From an optimization exercise on the open Yosys and OpenROAD flow, aimed at small area and few clock cycles per item; shortcuts taken in it are not production practice.
Where RTL was checked, it was by simulation tests only, not by an equivalence proof against the original.

Setup of run 1:
==> flow/design.v (excerpt) <==
module heading_yaw_slew_limiter (
    input  logic                               clk,
    input  logic                               rst_n,
    input  logic                               cfg_we,
    input  logic [hysl_pkg::CFG_IDX_W-1:0]     cfg_index,
    input  logic [hysl_pkg::CFG_DATA_W-1:0]    cfg_data,
    input  logic                               point_valid,
    output logic                               point_ready,
    input  logic signed [31:0]                 point_pos_x,
    input  logic signed [31:0]                 point_pos_y,
    input  logic signed [15:0]                 point_vel_x,
    input  logic signed [15:0]                 point_vel_y,
    output logic                               cmd_valid,
    input  logic                               cmd_ready,
    output logic signed [31:0]                 cmd_x,
    output logic signed [31:0]                 cmd_y,
    output logic        [30:0]                 cmd_z,
    output logic signed [15:0]                 cmd_yaw,
    output logic signed [15:0]                 cmd_yaw_rate
);
Size: ~0.053 mm^2 of cells after synthesis.
Settings: LEC_CHECK=0, ABC_AREA=1, CAP_MARGIN=10, CORE_MARGIN=2, CORE_UTILIZATION=65, SLEW_MARGIN=10; clock period 14.0 ns.
standard.sh (not shown) runs the stock make flow with config.mk's settings and CLKGATE_MAP_FILE= SYNTH_SCRIPT=/design/flow/synth_recipe.tcl, a recipe that flattens the netlist after the stock synthesis.
==> flow/flow/run.sh <==
#!/bin/bash
# Own layout flow: the standard synthesis, then three netlist passes on the
# logic between the registers (registers stay exactly as synthesized: same
# instances, names and cell types), then the standard layout:
#  1. invpush.py: a full adder is self-dual, so a full-adder cell may take its
#     inputs and give its outputs in the other polarity when that cancels
#     inverters; a gate whose only load is an inverter becomes its complement.
#  2. ABC (remap.abc: the standard flow's area script with more restructuring)
#     re-maps all the logic except the
#     registers and the full adders of the carry-save trees that feed only the
#     slow flag or the rate (keepcsa.py marks them); the CORDIC adders come out
#     of it faster than as half/full-adder cells.
#  3. invpush.py again.
# Every port is buffered as the standard flow does, with the buffer cell named
# in port_buffer. Each step's output goes to a log file of its own here.
set -euo pipefail
WORK=$(pwd)
FLOW_DIR=$WORK/flow
RES=$WORK/orfs/results/$FLOW_PLATFORM/heading_yaw_slew_limiter/base
LIB=$FLOW_HOME/platforms/$FLOW_PLATFORM/lib/sky130_fd_sc_hd__tt_025C_1v80.lib
YOSYS=$FLOW_HOME/../tools/install/yosys/bin/yosys
[[ -x $YOSYS ]] || YOSYS=$(command -v yosys)

bash standard.sh synth > $WORK/flow_1_synth.log 2>&1
cp $RES/1_2_yosys.v $WORK/standard_netlist.v

python3 $FLOW_DIR/invpush.py $WORK/standard_netlist.v $WORK/pass1_netlist.v $LIB > $WORK/flow_2_invpush.log 2>&1
python3 $FLOW_DIR/keepcsa.py $WORK/pass1_netlist.v $WORK/pass1_marked.v $WORK/keep_stub.v > $WORK/flow_3_keepcsa.log 2>&1

SEQ=$(grep -oE 'cell *\("?sky130_fd_sc_hd__[a-z0-9_]*' $LIB | sed 's/cell *("*//' \
      | grep -E '__(df|dl|edf|sdf|sed|sdl|lpflow|einv|ebuf|conb|tap|fill|decap|diode|probe|clkdly|dlygate)' \
      | sort -u | tr '\n' ' ')
DONT=$(grep -oE 'cell *\("?sky130_fd_sc_hd__[a-z0-9_]*' $LIB | sed 's/cell *("*//' \
      | grep -E '__(lpflow|probe)' | sort -u | sed 's/^/-dont_use /' | tr '\n' ' ')
$YOSYS -l $WORK/flow_4_abc.log -p "
read_liberty -ignore_miss_func $LIB;
blackbox $SEQ;
read_verilog -lib $WORK/keep_stub.v;
read_verilog $WORK/pass1_marked.v;
hierarchy -top $FLOW_TOP;
flatten;
opt_clean;
abc -liberty $LIB $DONT -script $FLOW_DIR/remap.abc;
splitnets;
opt_clean -purge;
hilomap -singleton -hicell sky130_fd_sc_hd__conb_1 HI -locell sky130_fd_sc_hd__conb_1 LO;
insbuf -buf sky130_fd_sc_hd__buf_4 A X;
write_verilog -noexpr -noattr -nohex -nodec $WORK/pass2_marked.v;
tee -o $WORK/pass2_stat.txt stat -liberty $LIB
" > /dev/null
sed 's/hyslkeep_//' $WORK/pass2_marked.v > $WORK/pass2_netlist.v

python3 $FLOW_DIR/invpush.py $WORK/pass2_netlist.v $WORK/pass3_netlist.v $LIB > $WORK/flow_5_invpush.log 2>&1
cp $WORK/pass3_netlist.v $RES/1_2_yosys.v
touch $RES/1_2_yosys.v

export BUFFER_PORTS_ARGS="-buffer_cell $(cat $FLOW_DIR/port_buffer)"
bash standard.sh > $WORK/flow_6_layout.log 2>&1
==> flow/flow/remap.abc <==
strash
dc2
dch -f
map -B 0.9
topo
stime -c
buffer -c
upsize -c
dnsize -c
Other scripts of this flow, unchanged in this note and not shown: flow/flow/invpush.py, flow/flow/keepcsa.py, flow/flow/port_buffer
Run 1: all stages complete, timing, DRC and antenna checks passed
Testbench counts of run 1, summed over its fixed seeds: cycles 12,024, items 12,000.
Changes in run 2 relative to run 1:
# run 1
export LEC_CHECK = 0
export ABC_AREA = 1
export CAP_MARGIN = 10
export CORE_MARGIN = 2
export CORE_UTILIZATION = 65
export SLEW_MARGIN = 10
create_clock -name core_clock -period 14.0 [get_ports {clk}]
# run 2
export LEC_CHECK = 0
export ABC_AREA = 1
export CAP_MARGIN = 10
export CORE_MARGIN = 2
export CORE_UTILIZATION = 55
export SLEW_MARGIN = 10
create_clock -name core_clock -period 14.0 [get_ports {clk}]
Results
Re maximum number of pins on one net before global-route repair: run 2 is about 55% down on run 1. Across both runs, number of clock buffers in the layout was lower for run 2 than for run 1. Taking run 2 over run 1, the tap cell count ratio works out to 1.19. Taking run 1 as 1.0, run 2 lands at 1.18 on die area. Changes observed in run 2 relative to run 1: non-clock buffer total of the final layout -11. From run 2 to run 1, total of buffers placed on input and output ports did not move at all. Run 1 vs run 2, cell with the largest stage delay on the worst path: sky130_fd_sc_hd__fa_1 vs sky130_fd_sc_hd__fa_2. Run 1 → run 2: first-iteration DRC count moved down; setup slack at placement went up by 96 ps.
The following lists how run 3 was set up differently from run 2:
diff --git a/flow/flow/run.sh b/flow/flow/run.sh
--- a/flow/flow/run.sh
+++ b/flow/flow/run.sh
@@ -7,4 +7,3 @@
 #     inverters; a gate whose only load is an inverter becomes its complement.
-#  2. ABC (remap.abc: the standard flow's area script with more restructuring)
-#     re-maps all the logic except the
+#  2. ABC (the standard flow's area script) re-maps all the logic except the
 #     registers and the full adders of the carry-save trees that feed only the
@@ -42,3 +41,3 @@
 opt_clean;
-abc -liberty $LIB $DONT -script $FLOW_DIR/remap.abc;
+abc -liberty $LIB $DONT -script $FLOW_HOME/scripts/abc_area.script;
 splitnets;
removed: flow/flow/remap.abc
Diff run 2..run 3 | number of I/O pins | unchanged
Comparing final cell count for run 3 and run 2, the bigger number came from run 3.
Compare run 3 and run 2 | shortest period the worst path allows lower: run 3

========
main:
heading_yaw_slew_limiter, a different RTL version from the one above (not shown whole).
For scale: roughly 7100 cells after synthesis, roughly 580 flip-flops, roughly 270 I/O pins, ~61000 sq um of cells after synthesis.
Settings: LEC_CHECK=0, ABC_AREA=1, CAP_MARGIN=20, CORE_MARGIN=2, CORE_UTILIZATION=40, SLEW_MARGIN=20; clock period 14.0 ns.
==> flow/flow/run.sh <==
#!/bin/bash
# Own layout flow: the standard synthesis and layout, unchanged except
# that the port buffers (every input and output port still gets one, as the
# standard flow does) use the buffer cell named in port_buffer. The layout's
# output goes to a log file in this folder.
set -euo pipefail
WORK=$(pwd)
export BUFFER_PORTS_ARGS="-buffer_cell $(cat $WORK/flow/port_buffer)"
bash standard.sh > $WORK/flow_layout.log 2>&1
==> flow/flow/port_buffer <==
sky130_fd_sc_hd__buf_1
main: PASS, flow complete, no timing, DRC or antenna violations
Testbench counts of main, summed over its fixed seeds: cycles 12,032, items 12,000.
--- input diff main..the feature branch ---
==> flow/run.sh (new file) <==
#!/bin/bash
# synth_recipe.tcl (not shown) runs the flow's synth.tcl, then flattens the netlist and writes it again
# the make line also repeats each setting of config.mk as NAME=value (left out here)
make -C /OpenROAD-flow-scripts/flow DESIGN_CONFIG=/design/flow/config.mk WORK_HOME=/design/flow/orfs CLKGATE_MAP_FILE= SYNTH_SCRIPT=/design/flow/synth_recipe.tcl finish
removed: flow/flow/run.sh
removed: flow/flow/port_buffer
removed: flow/standard.sh
### Flow results
Length in cells of the worst reg-to-reg path on the feature branch is down relative to main.
Any difference in relative area of clock buffers and inverters in the final design between the feature branch and main is small enough to ignore.
[compare] base=main new=the feature branch: critical path depth increased 1, count of plain and timing-repair buffers went up by 3.4%, share of final-layout standard cells stronger than drive strength 1 climbed 0.26 points, core occupancy in the finished layout picked up an extra 1.3 points.
Looking at first-iteration DRC count, the feature branch sits 92 lower than main does.
Of the feature branch and main, the higher first-pass GRT wire length belongs to the feature branch.

========
heading_yaw_slew_limiter, a different RTL version from the one above (not shown whole).
For scale: about 7600 cells after synthesis.
clock: 14.0 ns
lec_check: 0
cap_margin: 20
core_margin: 2
core_utilization: 40
slew_margin: 20
==> flow/flow/run.sh <==
#!/bin/bash
# Own layout flow: the standard synthesis, then the combinational logic
# between the registers re-mapped by ABC for delay (registers untouched: same
# instances, names and cell types; the full adders of the carry-save trees are
# kept as they are), then the standard layout from that netlist. Each
# tool's output goes to a log file of its own in this folder.
set -euo pipefail
WORK=$(pwd)
FLOW_DIR=$WORK/flow
RES=$WORK/orfs/results/$FLOW_PLATFORM/heading_yaw_slew_limiter/base
LIB=$FLOW_HOME/platforms/$FLOW_PLATFORM/lib/sky130_fd_sc_hd__tt_025C_1v80.lib
YOSYS=$FLOW_HOME/../tools/install/yosys/bin/yosys
[[ -x $YOSYS ]] || YOSYS=$(command -v yosys)

bash standard.sh synth > $WORK/flow_1_synth.log 2>&1
cp $RES/1_2_yosys.v $WORK/standard_netlist.v

# 2. re-map the logic between the registers for delay
python3 $FLOW_DIR/keepfa.py $WORK/standard_netlist.v $WORK/marked_netlist.v \
    $WORK/keep_stub.v 2 > $WORK/flow_2_keepfa.log 2>&1
SEQ=$(grep -oE 'cell *\("?sky130_fd_sc_hd__[a-z0-9_]*' $LIB | sed 's/cell *("*//' \
      | grep -E '__(df|dl|edf|sdf|sed|sdl|lpflow|einv|ebuf|conb|tap|fill|decap|diode|probe|clkdly|dlygate)' \
      | sort -u | tr '\n' ' ')
DONT=$(grep -oE 'cell *\("?sky130_fd_sc_hd__[a-z0-9_]*' $LIB | sed 's/cell *("*//' \
      | grep -E '__(lpflow|probe)' | sort -u | sed 's/^/-dont_use /' | tr '\n' ' ')
DELAY=$(cat $FLOW_DIR/abc_delay_ps)
sed "s/@D@/$DELAY/g" $FLOW_DIR/resyn.abc > $WORK/resyn.abc
$YOSYS -l $WORK/flow_3_resyn.log -p "
read_liberty -ignore_miss_func $LIB;
blackbox $SEQ;
read_verilog -lib $WORK/keep_stub.v;
read_verilog $WORK/marked_netlist.v;
hierarchy -top $FLOW_TOP;
flatten;
opt_clean;
abc -liberty $LIB $DONT -script $WORK/resyn.abc;
splitnets;
opt_clean -purge;
hilomap -singleton -hicell sky130_fd_sc_hd__conb_1 HI -locell sky130_fd_sc_hd__conb_1 LO;
insbuf -buf sky130_fd_sc_hd__buf_4 A X;
write_verilog -noexpr -noattr -nohex -nodec $WORK/resyn_marked.v;
tee -o $WORK/resyn_stat.txt stat -liberty $LIB
" > /dev/null
sed 's/hyslkeep_//' $WORK/resyn_marked.v > $WORK/resyn_netlist.v
cp $WORK/resyn_netlist.v $RES/1_2_yosys.v
touch $RES/1_2_yosys.v

# 3. the standard layout from the re-mapped netlist (ports buffered as the
#    standard flow does, with the buffer cell named in port_buffer if any)
if [[ -s $FLOW_DIR/port_buffer ]]; then
  export BUFFER_PORTS_ARGS="-buffer_cell $(cat $FLOW_DIR/port_buffer)"
fi
bash standard.sh > $WORK/flow_4_layout.log 2>&1
Other scripts of this flow, unchanged in this note and not shown: flow/flow/abc_delay_ps, flow/flow/keepfa.py, flow/flow/port_buffer, flow/flow/resyn.abc
The starting point produced a layout that fails on setup timing.
Rerun with:
- GPL_TIMING_DRIVEN: unset -> 0
The changed run completed and failed the layout checks on setup timing.
Global-route usage grows by 0.33 points.
Design area shrinks slightly.
Clock skew shrinks by 0.042 ns.
Worst hold slack is better by 0.019 ns.
Synthesized area does not change.
Sequential share of layout area grows by 0.18 points.
Non-clock buffer count shrinks by 246.
First-iteration DRC count grows by a few percent.
Sequential cell count is unchanged.
Synthesized cell count stays the same.
Function was not checked in any run of this note: the RTL went through the layout flow alone.

========
Setup of cedar:
heading_yaw_slew_limiter, a different RTL version from the one above (not shown whole).
Size: about 270 I/O pins.
Settings: LEC_CHECK=0, ABC_AREA=1, CAP_MARGIN=10, CORE_MARGIN=2, CORE_UTILIZATION=55, SLEW_MARGIN=10; clock period 14.0 ns.
==> flow/flow/run.sh <==
#!/bin/bash
# Own layout flow: the standard synthesis, then three netlist passes on the
# logic between the registers (registers stay exactly as synthesized: same
# instances, names and cell types), then the standard layout:
#  1. invpush.py: a full adder is self-dual, so a full-adder cell may take its
#     inputs and give its outputs in the other polarity when that cancels
#     inverters; a gate whose only load is an inverter becomes its complement.
#  2. ABC (remap.abc: the standard flow's area script with more restructuring)
#     re-maps all the logic except the
#     registers and the full adders of the carry-save trees that feed only the
#     slow flag or the rate (keepcsa.py marks them); the CORDIC adders come out
#     of it faster than as half/full-adder cells.
#  3. invpush.py again.
# Every port is buffered as the standard flow does, with the buffer cell named
# in port_buffer. Each step's output goes to a log file of its own here.
set -euo pipefail
WORK=$(pwd)
FLOW_DIR=$WORK/flow
RES=$WORK/orfs/results/$FLOW_PLATFORM/heading_yaw_slew_limiter/base
LIB=$FLOW_HOME/platforms/$FLOW_PLATFORM/lib/sky130_fd_sc_hd__tt_025C_1v80.lib
YOSYS=$FLOW_HOME/../tools/install/yosys/bin/yosys
[[ -x $YOSYS ]] || YOSYS=$(command -v yosys)

bash standard.sh synth > $WORK/flow_1_synth.log 2>&1
cp $RES/1_2_yosys.v $WORK/standard_netlist.v

python3 $FLOW_DIR/invpush.py $WORK/standard_netlist.v $WORK/pass1_netlist.v $LIB > $WORK/flow_2_invpush.log 2>&1
python3 $FLOW_DIR/keepcsa.py $WORK/pass1_netlist.v $WORK/pass1_marked.v $WORK/keep_stub.v > $WORK/flow_3_keepcsa.log 2>&1

SEQ=$(grep -oE 'cell *\("?sky130_fd_sc_hd__[a-z0-9_]*' $LIB | sed 's/cell *("*//' \
      | grep -E '__(df|dl|edf|sdf|sed|sdl|lpflow|einv|ebuf|conb|tap|fill|decap|diode|probe|clkdly|dlygate)' \
      | sort -u | tr '\n' ' ')
DONT=$(grep -oE 'cell *\("?sky130_fd_sc_hd__[a-z0-9_]*' $LIB | sed 's/cell *("*//' \
      | grep -E '__(lpflow|probe)' | sort -u | sed 's/^/-dont_use /' | tr '\n' ' ')
$YOSYS -l $WORK/flow_4_abc.log -p "
read_liberty -ignore_miss_func $LIB;
blackbox $SEQ;
read_verilog -lib $WORK/keep_stub.v;
read_verilog $WORK/pass1_marked.v;
hierarchy -top $FLOW_TOP;
flatten;
opt_clean;
abc -liberty $LIB $DONT -script $FLOW_DIR/remap.abc;
splitnets;
opt_clean -purge;
hilomap -singleton -hicell sky130_fd_sc_hd__conb_1 HI -locell sky130_fd_sc_hd__conb_1 LO;
insbuf -buf sky130_fd_sc_hd__buf_4 A X;
write_verilog -noexpr -noattr -nohex -nodec $WORK/pass2_marked.v;
tee -o $WORK/pass2_stat.txt stat -liberty $LIB
" > /dev/null
sed 's/hyslkeep_//' $WORK/pass2_marked.v > $WORK/pass2_netlist.v

python3 $FLOW_DIR/invpush.py $WORK/pass2_netlist.v $WORK/pass3_netlist.v $LIB > $WORK/flow_5_invpush.log 2>&1
cp $WORK/pass3_netlist.v $RES/1_2_yosys.v
touch $RES/1_2_yosys.v

export BUFFER_PORTS_ARGS="-buffer_cell $(cat $FLOW_DIR/port_buffer)"
bash standard.sh > $WORK/flow_6_layout.log 2>&1
==> flow/flow/remap.abc <==
strash
dc2
dch -f
map -B 0.9
topo
stime -c
buffer -c
upsize -c
dnsize -c
Other scripts of this flow, unchanged in this note and not shown: flow/flow/invpush.py, flow/flow/keepcsa.py, flow/flow/port_buffer
cedar finished every step from synthesis to the final layout, and the layout passed the timing, design-rule and antenna checks.
Testbench counts of cedar, summed over its fixed seeds: cycles 12,024, items 12,000.
Inputs modified between cedar and yarrow:
- GPL_TIMING_DRIVEN newly set to 0
--- a/flow/flow/run.sh
+++ b/flow/flow/run.sh
@@ -7,3 +7,4 @@
 #     inverters; a gate whose only load is an inverter becomes its complement.
-#  2. ABC (remap.abc: the standard flow's area script with more restructuring)
+#  2. ABC (remap.abc: the standard flow's area script with more restructuring,
+#     run twice)
 #     re-maps all the logic except the
--- a/flow/flow/remap.abc
+++ b/flow/flow/remap.abc
@@ -9 +9,9 @@
 dnsize -c
+strash
+dch
+map -B 0.9
+topo
+stime -c
+buffer -c
+upsize -c
+dnsize -c
==> comparison <==
- Cell with the largest stage delay on the worst path: sky130_fd_sc_hd__or3_4 -> yarrow, sky130_fd_sc_hd__fa_1 -> cedar
- yarrow vs. cedar: largest fanout of any net on the critical path climbed 1, via count climbed 0.95%, count of clock-buffer cells in the layout climbed about 3%.
- Relative to cedar, die area decreased by about 1.1% in yarrow.
Modified inputs, quartz compared to yarrow
- GPL_TIMING_DRIVEN: 0 -> unset
- CTS_CLUSTER_DIAMETER: unset -> 75
- CTS_CLUSTER_SIZE: unset -> 30
==> comparison <==
- quartz against yarrow: final-layout clock-cell area share saw a decrease; final non-filler cell area -about 2%; half-perimeter wire length after detailed placement lower.
- Side by side, area added between synthesis and finish turned out lower in quartz than in yarrow.
- The clock period minus final worst setup slack of quartz falls short of that of yarrow by 360 ps.
- yarrow -> quartz: number of non-clock buffers decreased by a few percent
- Comparing share of post-route cells with drive strength above 1 for yarrow and quartz, the smaller number came from quartz.
- A top layer reached by signal wires of met5 is what yarrow shows, while met4 belongs to quartz.
- Register-to-register slack: quartz better than yarrow
Changes in willow relative to quartz:
- a change of CTS_CLUSTER_DIAMETER from 75 to 90
Results
STATUS final instance area: willow wins against quartz
Diff quartz -> willow | DRC marker count from the first detailed-route iteration | down slightly

-- port drivers added, routing unchanged --
In the flow no input, the clock included, has a driving cell. The finished layouts below were timed again as built, in two steps. Step 1, drivers: a clkbuf_16 drives clk and a buf_2 each remaining input, both assumed. Step 2 times the ports against the registers' clock, not the clock port: input delays grow and output delays shrink by t, the midpoint of the rising clock arrivals with the driver on. a / b / c = no drivers / after step 1 / after step 2; a / b = the first two.
run	t, ns	setup slack, ns	slew at the worst register clock pin (ns)
run 1	0.688	0.300 / 0.229 / -0.069	0.07 / 0.07
run 2	0.700	0.233 / 0.166 / 0.046	0.08 / 0.08
run 3	0.711	0.744 / 0.670 / 0.621	0.07 / 0.07
main	0.752	0.829 / 0.757 / 0.935	0.06 / 0.06
the feature branch	0.737	0.679 / 0.601 / 0.642	0.07 / 0.07
the first run of note 3	0.721	-0.447 / -0.447 / -0.447	0.07 / 0.07
the second run of note 3	0.709	-1.509 / -1.509 / -1.509	0.07 / 0.07
cedar	0.734	0.706 / 0.632 / 0.107	0.08 / 0.08
yarrow	0.744	0.291 / 0.280 / -0.463	0.09 / 0.09
quartz	0.708	0.656 / 0.703 / -0.001	0.11 / 0.11
willow	0.692	0.689 / 0.736 / 0.045	0.11 / 0.11
Met with ideal ports but missed after step 2: setup timing in run 1, yarrow and quartz. The setup slack of yarrow, which loses most, moves by -0.011 ns with the drivers and by -0.754 ns with both steps.
